This design comes from an exercise in tuning for small area on the open sky130 flow, not from production work.
Only simulation tests tie the RTL to the original design; equivalence was not proved.
No activity file was given, so power comes from the tool's default toggle rates.

==> inputs of job 9707 <==
==> flow/design.v <==
module register_file #(
    parameter int DATA_WIDTH = 32,
    parameter int ADDR_WIDTH = 5
) (
    input  logic                  clk,
    input  logic                  reset,
    input  logic [ADDR_WIDTH-1:0] addr_1,
    input  logic [ADDR_WIDTH-1:0] addr_2,
    input  logic [ADDR_WIDTH-1:0] wb_addr,
    input  logic [DATA_WIDTH-1:0] wb_data,
    input  logic                  write,
    output logic [DATA_WIDTH-1:0] data_1,
    output logic [DATA_WIDTH-1:0] data_2
);
    localparam int DEPTH = 2 ** ADDR_WIDTH;
    logic [DATA_WIDTH-1:0] regs [DEPTH];
    logic                  wb_en;
    logic                  bypass_1;
    logic                  bypass_2;
    assign wb_en = reset && write && (wb_addr != '0);
    always_ff @(posedge clk or negedge reset) begin
        if (!reset) begin
            for (int i = 0; i < DEPTH; i++) begin
                regs[i] <= '0;
            end
        end else if (wb_en) begin
            regs[wb_addr] <= wb_data;
        end
    end
    assign bypass_1 = wb_en && (wb_addr == addr_1);
    assign bypass_2 = wb_en && (wb_addr == addr_2);
    assign data_1 = bypass_1           ? wb_data :
                    (addr_1 == '0)     ? '0      : regs[addr_1];
    assign data_2 = bypass_2           ? wb_data :
                    (addr_2 == '0)     ? '0      : regs[addr_2];
endmodule
==> flow/run.sh <==
#!/bin/bash
# synth_recipe.tcl (not shown) runs the flow's synth.tcl, then flattens the netlist and writes it again
# the make line also repeats each setting of config.mk as NAME=value (left out here)
make -C /OpenROAD-flow-scripts/flow DESIGN_CONFIG=/design/flow/config.mk WORK_HOME=/design/flow/orfs CLKGATE_MAP_FILE= SYNTH_SCRIPT=/design/flow/synth_recipe.tcl finish
==> flow/config.mk <==
export PLATFORM = sky130hd
export DESIGN_NAME = register_file
export DESIGN_NICKNAME = register_file
export VERILOG_FILES = /design/flow/design.v
export SDC_FILE = /design/flow/constraint.sdc
export NUM_CORES = 4
export LEC_CHECK = 0
export CAP_MARGIN = 20
export CORE_MARGIN = 2
export CORE_UTILIZATION = 40
export SLEW_MARGIN = 20
==> flow/constraint.sdc <==
create_clock -name core_clock -period 8.0 [get_ports {clk}]
set_input_delay 1.6000 -clock core_clock [delete_from_list [all_inputs] [get_ports {clk}]]
set_output_delay 1.6000 -clock core_clock [all_outputs]
set_load 0.01 [all_outputs]
==> inputs of job 1888, as changes to job 9707 <==
==> flow/design.v, changed modules only <==
module register_file #(
    parameter int DATA_WIDTH = 32,
    parameter int ADDR_WIDTH = 5
) (
    input  logic                  clk,
    input  logic                  reset,
    input  logic [ADDR_WIDTH-1:0] addr_1,
    input  logic [ADDR_WIDTH-1:0] addr_2,
    input  logic [ADDR_WIDTH-1:0] wb_addr,
    input  logic [DATA_WIDTH-1:0] wb_data,
    input  logic                  write,
    output logic [DATA_WIDTH-1:0] data_1,
    output logic [DATA_WIDTH-1:0] data_2
);
    localparam int DEPTH  = 2 ** ADDR_WIDTH;
    localparam int NTERM  = DEPTH;                
    localparam int NGROUP3 = (NTERM - 2) / 3;          
    localparam int NGROUP  = NGROUP3 + 1;
    logic [DATA_WIDTH-1:0] regs [1:DEPTH-1];
    logic [DEPTH-1:1]      valid;
    logic [DEPTH-1:1]      we;
    logic                  byp_1;
    logic                  byp_2;
    logic [NTERM-1:0]      sel_1;
    logic [NTERM-1:0]      sel_2;
    always_comb begin
        for (int i = 1; i < DEPTH; i++) begin
            we[i] = write && (wb_addr == i);
        end
    end
    for (genvar i = 1; i < DEPTH; i++) begin : g_reg
        logic                  we_n;
        logic [DATA_WIDTH-1:0] d;
        assign we_n = ~we[i];
        for (genvar b = 0; b < DATA_WIDTH; b++) begin : g_bit
            rf_ao22 u_mux (.a1(we[i]), .a2(wb_data[b]), .b1(we_n), .b2(regs[i][b]), .y(d[b]));
        end
        rf_row #(.W(DATA_WIDTH)) u_row (.clk(clk), .d(d), .q(regs[i]));
    end
    always_ff @(posedge clk or negedge reset) begin
        if (!reset) begin
            valid <= '0;
        end else begin
            valid <= valid | we;
        end
    end
    assign byp_1 = reset && write && (wb_addr == addr_1) && (addr_1 != '0);
    assign byp_2 = reset && write && (wb_addr == addr_2) && (addr_2 != '0);
    always_comb begin
        for (int i = 1; i < DEPTH; i++) begin
            sel_1[i-1] = valid[i] && (addr_1 == i) && !byp_1;
            sel_2[i-1] = valid[i] && (addr_2 == i) && !byp_2;
        end
        sel_1[NTERM-1] = byp_1;
        sel_2[NTERM-1] = byp_2;
    end
    for (genvar b = 0; b < DATA_WIDTH; b++) begin : g_bit
        logic [NTERM-1:0]  d;
        logic [NGROUP-1:0] t1, t2;
        for (genvar i = 1; i < DEPTH; i++) begin : g_d
            assign d[i-1] = regs[i][b];
        end
        assign d[NTERM-1] = wb_data[b];
        for (genvar g = 0; g < NGROUP3; g++) begin : g_grp
            rf_aoi222 u_1 (.a1(sel_1[3*g]), .a2(d[3*g]), .b1(sel_1[3*g+1]), .b2(d[3*g+1]),
                           .c1(sel_1[3*g+2]), .c2(d[3*g+2]), .y(t1[g]));
            rf_aoi222 u_2 (.a1(sel_2[3*g]), .a2(d[3*g]), .b1(sel_2[3*g+1]), .b2(d[3*g+1]),
                           .c1(sel_2[3*g+2]), .c2(d[3*g+2]), .y(t2[g]));
        end
        rf_aoi22 u_1 (.a1(sel_1[NTERM-2]), .a2(d[NTERM-2]), .b1(sel_1[NTERM-1]), .b2(d[NTERM-1]),
                      .y(t1[NGROUP-1]));
        rf_aoi22 u_2 (.a1(sel_2[NTERM-2]), .a2(d[NTERM-2]), .b1(sel_2[NTERM-1]), .b2(d[NTERM-1]),
                      .y(t2[NGROUP-1]));
        assign data_1[b] = ~&t1;
        assign data_2[b] = ~&t2;
    end
endmodule
module rf_aoi222 (
    input  logic a1, a2, b1, b2, c1, c2,
    output logic y
);
    assign y = ~((a1 & a2) | (b1 & b2) | (c1 & c2));
endmodule
module rf_row #(
    parameter int W = 32
) (
    input  logic         clk,
    input  logic [W-1:0] d,
    output logic [W-1:0] q
);
    always_ff @(posedge clk) q <= d;
endmodule
module rf_aoi22 (
    input  logic a1, a2, b1, b2,
    output logic y
);
    assign y = ~((a1 & a2) | (b1 & b2));
endmodule
module rf_ao22 (
    input  logic a1, a2, b1, b2,
    output logic y
);
    assign y = (a1 & a2) | (b1 & b2);
endmodule
==> flow/flow/run.sh (new file) <==
#!/bin/bash
# Own layout flow: the standard flow (standard synthesis unchanged), with
# smaller port buffers and a clock tree of smaller buffers without dummy loads.
set -euo pipefail
export BUFFER_PORTS_ARGS="-buffer_cell sky130_fd_sc_hd__buf_1"
export CTS_ARGS="$(cat flow/cts_args)"
bash standard.sh synth > synth.log 2>&1
bash standard.sh floorplan > floorplan.log 2>&1
bash standard.sh place > place.log 2>&1
bash standard.sh cts > cts.log 2>&1
bash standard.sh finish > finish.log 2>&1
==> flow/flow/cts_args (new file) <==
-sink_clustering_enable -repair_clock_nets -dont_use_dummy_load -buf_list {sky130_fd_sc_hd__clkbuf_4} -sink_clustering_size 8 -sink_clustering_max_diameter 40
==> flow/standard.sh (new file) <==
#!/bin/bash
# synth_recipe.tcl (not shown) runs the flow's synth.tcl, then flattens the netlist and writes it again
# the make line also repeats each setting of config.mk as NAME=value (left out here)
make -C /OpenROAD-flow-scripts/flow DESIGN_CONFIG=/design/flow/config.mk WORK_HOME=/design/flow/orfs CLKGATE_MAP_FILE= SYNTH_SCRIPT=/design/flow/synth_recipe.tcl "${@:-finish}"
- CORE_UTILIZATION: 40 -> 50
- SYNTH_HIERARCHICAL: default -> 1
removed: flow/run.sh
==> inputs of job 9331, as changes to job 9707 <==
==> flow/design.v, changed modules only <==
module register_file #(
    parameter int DATA_WIDTH = 32,
    parameter int ADDR_WIDTH = 5
) (
    input  logic                  clk,
    input  logic                  reset,
    input  logic [ADDR_WIDTH-1:0] addr_1,
    input  logic [ADDR_WIDTH-1:0] addr_2,
    input  logic [ADDR_WIDTH-1:0] wb_addr,
    input  logic [DATA_WIDTH-1:0] wb_data,
    input  logic                  write,
    output logic [DATA_WIDTH-1:0] data_1,
    output logic [DATA_WIDTH-1:0] data_2
);
    localparam int DEPTH  = 2 ** ADDR_WIDTH;
    localparam int NTERM  = DEPTH;                
    localparam int NGROUP3 = (NTERM - 2) / 3;          
    localparam int NGROUP  = NGROUP3 + 1;
    logic [DATA_WIDTH-1:0] regs [1:DEPTH-1];
    logic [DEPTH-1:1]      valid;
    logic [DEPTH-1:1]      we;
    logic                  byp_1;
    logic                  byp_2;
    logic [NTERM-1:0]      sel_1;
    logic [NTERM-1:0]      sel_2;
    always_comb begin
        for (int i = 1; i < DEPTH; i++) begin
            we[i] = write && (wb_addr == i);
        end
    end
    for (genvar i = 1; i < DEPTH; i++) begin : g_reg
        logic                  we_n;
        logic [DATA_WIDTH-1:0] d;
        assign we_n = ~we[i];
        for (genvar b = 0; b < DATA_WIDTH; b++) begin : g_bit
            rf_ao22 u_mux (.a1(we[i]), .a2(wb_data[b]), .b1(we_n), .b2(regs[i][b]), .y(d[b]));
        end
        rf_row #(.W(DATA_WIDTH)) u_row (.clk(clk), .d(d), .q(regs[i]));
    end
    always_ff @(posedge clk or negedge reset) begin
        if (!reset) begin
            valid <= '0;
        end else begin
            valid <= valid | we;
        end
    end
    assign byp_1 = reset && write && (wb_addr == addr_1) && (addr_1 != '0);
    assign byp_2 = reset && write && (wb_addr == addr_2) && (addr_2 != '0);
    always_comb begin
        for (int i = 1; i < DEPTH; i++) begin
            sel_1[i-1] = valid[i] && (addr_1 == i) && !byp_1;
            sel_2[i-1] = valid[i] && (addr_2 == i) && !byp_2;
        end
        sel_1[NTERM-1] = byp_1;
        sel_2[NTERM-1] = byp_2;
    end
    for (genvar b = 0; b < DATA_WIDTH; b++) begin : g_bit
        logic [NTERM-1:0]  d;
        logic [NGROUP-1:0] t1, t2;
        for (genvar i = 1; i < DEPTH; i++) begin : g_d
            assign d[i-1] = regs[i][b];
        end
        assign d[NTERM-1] = wb_data[b];
        for (genvar g = 0; g < NGROUP3; g++) begin : g_grp
            rf_aoi222 u_1 (.a1(sel_1[3*g]), .a2(d[3*g]), .b1(sel_1[3*g+1]), .b2(d[3*g+1]),
                           .c1(sel_1[3*g+2]), .c2(d[3*g+2]), .y(t1[g]));
            rf_aoi222 u_2 (.a1(sel_2[3*g]), .a2(d[3*g]), .b1(sel_2[3*g+1]), .b2(d[3*g+1]),
                           .c1(sel_2[3*g+2]), .c2(d[3*g+2]), .y(t2[g]));
        end
        rf_aoi22 u_1 (.a1(sel_1[NTERM-2]), .a2(d[NTERM-2]), .b1(sel_1[NTERM-1]), .b2(d[NTERM-1]),
                      .y(t1[NGROUP-1]));
        rf_aoi22 u_2 (.a1(sel_2[NTERM-2]), .a2(d[NTERM-2]), .b1(sel_2[NTERM-1]), .b2(d[NTERM-1]),
                      .y(t2[NGROUP-1]));
        assign data_1[b] = ~&t1;
        assign data_2[b] = ~&t2;
    end
endmodule
module rf_aoi222 (
    input  logic a1, a2, b1, b2, c1, c2,
    output logic y
);
    assign y = ~((a1 & a2) | (b1 & b2) | (c1 & c2));
endmodule
module rf_row #(
    parameter int W = 32
) (
    input  logic         clk,
    input  logic [W-1:0] d,
    output logic [W-1:0] q
);
    always_ff @(posedge clk) q <= d;
endmodule
module rf_aoi22 (
    input  logic a1, a2, b1, b2,
    output logic y
);
    assign y = ~((a1 & a2) | (b1 & b2));
endmodule
module rf_ao22 (
    input  logic a1, a2, b1, b2,
    output logic y
);
    assign y = (a1 & a2) | (b1 & b2);
endmodule
==> flow/flow/run.sh (new file) <==
#!/bin/bash
# Own layout flow: the standard flow (standard synthesis unchanged), with
# smaller port buffers and a clock tree of smaller buffers without dummy loads.
set -euo pipefail
export BUFFER_PORTS_ARGS="-buffer_cell sky130_fd_sc_hd__buf_1"
export CTS_ARGS="$(cat flow/cts_args)"
bash standard.sh synth > synth.log 2>&1
bash standard.sh floorplan > floorplan.log 2>&1
bash standard.sh place > place.log 2>&1
bash standard.sh cts > cts.log 2>&1
bash standard.sh finish > finish.log 2>&1
==> flow/flow/cts_args (new file) <==
-sink_clustering_enable -repair_clock_nets -buf_list {sky130_fd_sc_hd__clkbuf_4 sky130_fd_sc_hd__clkbuf_8} -dont_use_dummy_load
==> flow/standard.sh (new file) <==
#!/bin/bash
# synth_recipe.tcl (not shown) runs the flow's synth.tcl, then flattens the netlist and writes it again
# the make line also repeats each setting of config.mk as NAME=value (left out here)
make -C /OpenROAD-flow-scripts/flow DESIGN_CONFIG=/design/flow/config.mk WORK_HOME=/design/flow/orfs CLKGATE_MAP_FILE= SYNTH_SCRIPT=/design/flow/synth_recipe.tcl "${@:-finish}"
- CORE_UTILIZATION: 40 -> 50
- SYNTH_HIERARCHICAL: default -> 1
removed: flow/run.sh
==> results.txt <==
| quantity | job 1888 | job 9707 | job 9331 |
|---|---|---|---|
| Global-route wire length before repair | 282,000 um | 383,000 um | 282,000 um |
| Area fraction in compound gates after synthesis | 0.404 | 0.143 | 0.404 |
| Layout cells sized above 1 | 0.129 | 0.349 | 0.130 |
| Status | finished clean | finished clean | finished clean |
| Number of warnings issued by yosys | 9 | 2 | 9 |
| Worst min-delay path startpoint | valid[30] | regs[3][4] | valid[22] |
| Detailed route wirelength on metal2 | 82,200 um | 109,000 um | 81,600 um |
| P per Cell Area | 258 nW/um^2 | 231 nW/um^2 | 276 nW/um^2 |
| Total of flip-flops plus latches after synthesis | 1,023 | 992 | 1,023 |
| Number of diodes added for antenna fixing | 9 | 32 | 3 |
| Routability cong. | 1.07 | 1.04 | 1.07 |
| Multi-input gate area | 18,900 sq um | 25,500 sq um | 18,900 sq um |
| Logic depth of the worst path, buffers included | 12 | 10 | 12 |
| Post-synth net total | 3,297 | 4,578 | 3,297 |
| Cell-internal power | 7.83 mW | 9.81 mW | 8.76 mW |
| Clock-cell share of area | 0.0274 | 0.0667 | 0.0512 |
| Post-synthesis cell type count | 36 | 81 | 36 |
| Die extent in x | 285 um | 364 um | 285 um |
| Maximum level of the CTS H-tree | 4 | 3 | 4 |
| Delay of the slowest critical-path stage | 0.63 ns | 0.95 ns | 0.63 ns |

-- static timing again, ports no longer ideal --
No port has a modelled driver above. Below, the same layouts with a new extraction and two added sets of constraints. Step 1: set_driving_cell puts a clkbuf_16 on clk and a buf_2 on each other input, an assumption about the parent block. Step 2 also shifts input and output timing later by t, the mid clock arrival at the registers, as if the neighbouring blocks saw the same clock. a / b / c = ideal ports / drivers / drivers and shift; a / b = the first two.
run | t (ns) | setup WS [ns] | worst setup path at the end | pins driven straight from the clock port
job 9707 | 0.831 | 0.552 / 0.509 / 0.509 | input to output | 1
job 1888 | 1.077 | 0.790 / 0.713 / 0.713 | input to output | 1
job 9331 | 0.873 | 0.886 / 0.757 / 0.757 | input to output | 1
After both steps setup and hold are still met in every run listed. The setup slack of job 9331, which loses most, moves by -0.129 ns with the drivers and by -0.129 ns with both steps.
